Background: an optimization exercise with open tools, aiming at small area and a short achievable clock period. Do not read the settings as production practice.
Where RTL was checked, it was by simulation tests only, not by an equivalence proof against the original.
No activity file was given, so power comes from the tool's default toggle rates.

== v12 ==
==> flow/design.v (excerpt) <==
module sliding_window_maximum_core #(
    parameter int WINDOW_MAX   = swm_pkg::WINDOW_MAX_DEF,
    parameter int SAMPLE_WIDTH = swm_pkg::SAMPLE_WIDTH_DEF,
    parameter int TDATA_W      = ((SAMPLE_WIDTH + 7) / 8) * 8
) (
    input  logic                      i_clk,
    input  logic                      i_rst_n,
    input  logic                      i_s_tvalid,
    output logic                      o_s_tready,
    input  logic [TDATA_W-1:0]        i_s_tdata,    
    input  logic                      i_s_tuser,    
    output logic                      o_m_tvalid,
    input  logic                      i_m_tready,
    output logic [TDATA_W-1:0]        o_m_tdata,    
    input  logic                      i_cfg_we,
    input  logic [swm_pkg::CFG_W-1:0] i_cfg_wdata
);
Size in the first run: roughly 7100 cells after synthesis, ~47 I/O pins, about 65000 sq um of cells after synthesis.
==> flow/config.mk <==
export PLATFORM = sky130hd
export DESIGN_NAME = sliding_window_maximum_core
export DESIGN_NICKNAME = sliding_window_maximum_core
export VERILOG_FILES = /design/flow/design.v
export SDC_FILE = /design/flow/constraint.sdc
export NUM_CORES = 4
export LEC_CHECK = 0
export CAP_MARGIN = 20
export CORE_MARGIN = 2
export CORE_UTILIZATION = 45
export CTS_CLUSTER_DIAMETER = 110
export CTS_CLUSTER_SIZE = 22
export SETUP_SLACK_MARGIN = 2.7
export SLEW_MARGIN = 20
export SYNTH_HIERARCHICAL = 1
==> flow/constraint.sdc <==
create_clock -name core_clock -period 5.0 [get_ports {i_clk}]
set_input_delay 1.0000 -clock core_clock [delete_from_list [all_inputs] [get_ports {i_clk}]]
set_output_delay 1.0000 -clock core_clock [all_outputs]
set_load 0.01 [all_outputs]
standard.sh (not shown) runs the stock make flow with config.mk's settings and CLKGATE_MAP_FILE= SYNTH_SCRIPT=/design/flow/synth_recipe.tcl, a recipe that flattens the netlist after the stock synthesis.
==> flow/flow/run.sh <==
#!/bin/bash
# Layout: the standard flow, with buf_4 as the port buffer cell instead of the
# cell buffer_ports picks by itself. ORFS's own logs stay under orfs/logs.
set -euo pipefail
export BUFFER_PORTS_ARGS="-buffer_cell sky130_fd_sc_hd__buf_4"
bash standard.sh > standard.log 2>&1
v12: PASS, flow complete, no timing, DRC or antenna violations
Modified inputs, v28 compared to v12
diff --git a/flow/design.v b/flow/design.v
--- a/flow/design.v
+++ b/flow/design.v
@@ -318,13 +318,15 @@
     logic [NFLAG-1:0]                   in_window;
     logic [NSLOT-1:0][SAMPLE_WIDTH-1:0] value;
     logic [NFLAG-1:0]                   cand;
     logic [NFLAG-1:0]                   oldest;
     logic [SAMPLE_WIDTH-1:0]            picked_n;
     logic r_out_empty;
-    swm_or2 u_s_tready (.a(r_out_empty), .b(i_m_tready), .y(o_s_tready));
+    logic s_tready_n;
+    swm_nor2 u_s_tready_n (.a(r_out_empty), .b(i_m_tready), .y(s_tready_n));
+    swm_inv  u_s_tready   (.a(s_tready_n), .y(o_s_tready));
     assign accept     = i_s_tvalid && (r_out_empty || i_m_tready);
     assign advance    = accept && !i_cfg_we;
     assign sample     = i_s_tdata[SAMPLE_WIDTH-1:0] ^ SIGN;
     logic [6:0] cfg_k;
     always_comb begin
         if (i_cfg_wdata == '0) begin
--- outcome ---
- NOTE: global-route usage in v28 falls short of that of v12
- Looking at v12 and v28, the die extent in y is a wash.
- The number of cells produced by synthesis of v12 and that of v28 are within noise of each other.
- Of v12 and v28, the run reporting the higher clock network fraction of design power was v28.
- v28 vs v12: total chip power up in v28
- v28 vs v12, total wirelength of the detailed-routed design went down by 1400 microns.
- Compared with v12, v28 shows a higher depth of the critical timing path with buffers and inverters included.
- Sort v12 and v28 by met1 global-route usage asc -> top: v28
- On v28: number of global-route vias before repair is 0.95% higher than what v12 gave.
- Count of antenna diodes in the layout was higher in the run labelled v28.
Function not checked in v12: the RTL went through the layout flow alone.

--- another note on this design; it stands on its own ---

== old ==
## sliding_window_maximum_core
module sliding_window_maximum_core #(
    parameter int WINDOW_MAX   = swm_pkg::WINDOW_MAX_DEF,
    parameter int SAMPLE_WIDTH = swm_pkg::SAMPLE_WIDTH_DEF,
    parameter int TDATA_W      = ((SAMPLE_WIDTH + 7) / 8) * 8
) (
    input  logic                      i_clk,
    input  logic                      i_rst_n,
    input  logic                      i_s_tvalid,
    output logic                      o_s_tready,
    input  logic [TDATA_W-1:0]        i_s_tdata,    
    input  logic                      i_s_tuser,    
    output logic                      o_m_tvalid,
    input  logic                      i_m_tready,
    output logic [TDATA_W-1:0]        o_m_tdata,    
    input  logic                      i_cfg_we,
    input  logic [swm_pkg::CFG_W-1:0] i_cfg_wdata
);
Size: roughly 7,100 cells after synthesis, roughly 47 I/O pins, ~0.065 mm² of cells after synthesis.
clock: 5.0 ns
lec_check: 0
cap_margin: 20
core_margin: 2
core_utilization: 50
cts_cluster_diameter: 110
cts_cluster_size: 22
setup_slack_margin: 2.7
slew_margin: 20
synth_hierarchical: 1
standard.sh (not shown) runs the stock make flow with config.mk's settings and CLKGATE_MAP_FILE= SYNTH_SCRIPT=/design/flow/synth_recipe.tcl, a recipe that flattens the netlist after the stock synthesis.
==> flow/flow/run.sh <==
#!/bin/bash
# Layout: the standard flow, with buf_4 as the port buffer cell instead of the
# cell buffer_ports picks by itself. ORFS's own logs stay under orfs/logs.
set -euo pipefail
export BUFFER_PORTS_ARGS="-buffer_cell sky130_fd_sc_hd__buf_4"
bash standard.sh > standard.log 2>&1
Having completed the whole flow, old delivered a layout that passed the timing, design-rule and antenna checks.
Inputs modified between old and new:
- changing CORE_UTILIZATION from 50 to 55
==> comparison <==
- The launching element of the worst setup path comes out r_oldest[2]$_DFF_P_ in one run and i_m_tready in the other, namely in new and old respectively.
- Diff new..old | count of port buffers added during placement | unchanged
- Of old and new, the lower period utilization belongs to old.
- new vs old — final cell area excluding filler cells dropped 0.45%.
- The clock skew in new sits 9.2 ps below the value recorded for old.
- Between old and new, reg-to-reg setup timing slack is higher for old, new comes in under that.

## port drivers added, routing unchanged
The flow's constraints put no driver on any port. The routed layouts listed below were extracted and timed again, unchanged, in two steps. Step 1 (the two cells are an assumption about what drives the block):
set clk [get_ports {i_clk}]
set_driving_cell -lib_cell sky130_fd_sc_hd__clkbuf_16 $clk
set_driving_cell -lib_cell sky130_fd_sc_hd__buf_2 [delete_from_list [all_inputs] $clk]
Step 2 also shifts input and output timing later by t, the mid clock arrival at the registers, as if the neighbouring blocks saw the same clock. Three values: ideal ports, drivers, drivers and shift; two values: the first two.
run	shift t [ns]	slack for setup (ns)	worst setup path after step 2	latest minus earliest clock arrival (ns)
v12	0.774	2.541 / 2.486 / 2.030	input to register	0.048 / 0.049
v28	0.786	2.620 / 2.567 / 1.975	input to register	0.051 / 0.051
old	0.770	2.652 / 2.586 / 2.035	input to register	0.035 / 0.035
new	0.750	2.616 / 2.616 / 2.020	input to register	0.026 / 0.026
After both steps every run listed still meets setup and hold. The setup slack of v28, which loses most, moves by -0.053 ns with the drivers and by -0.645 ns with both steps.
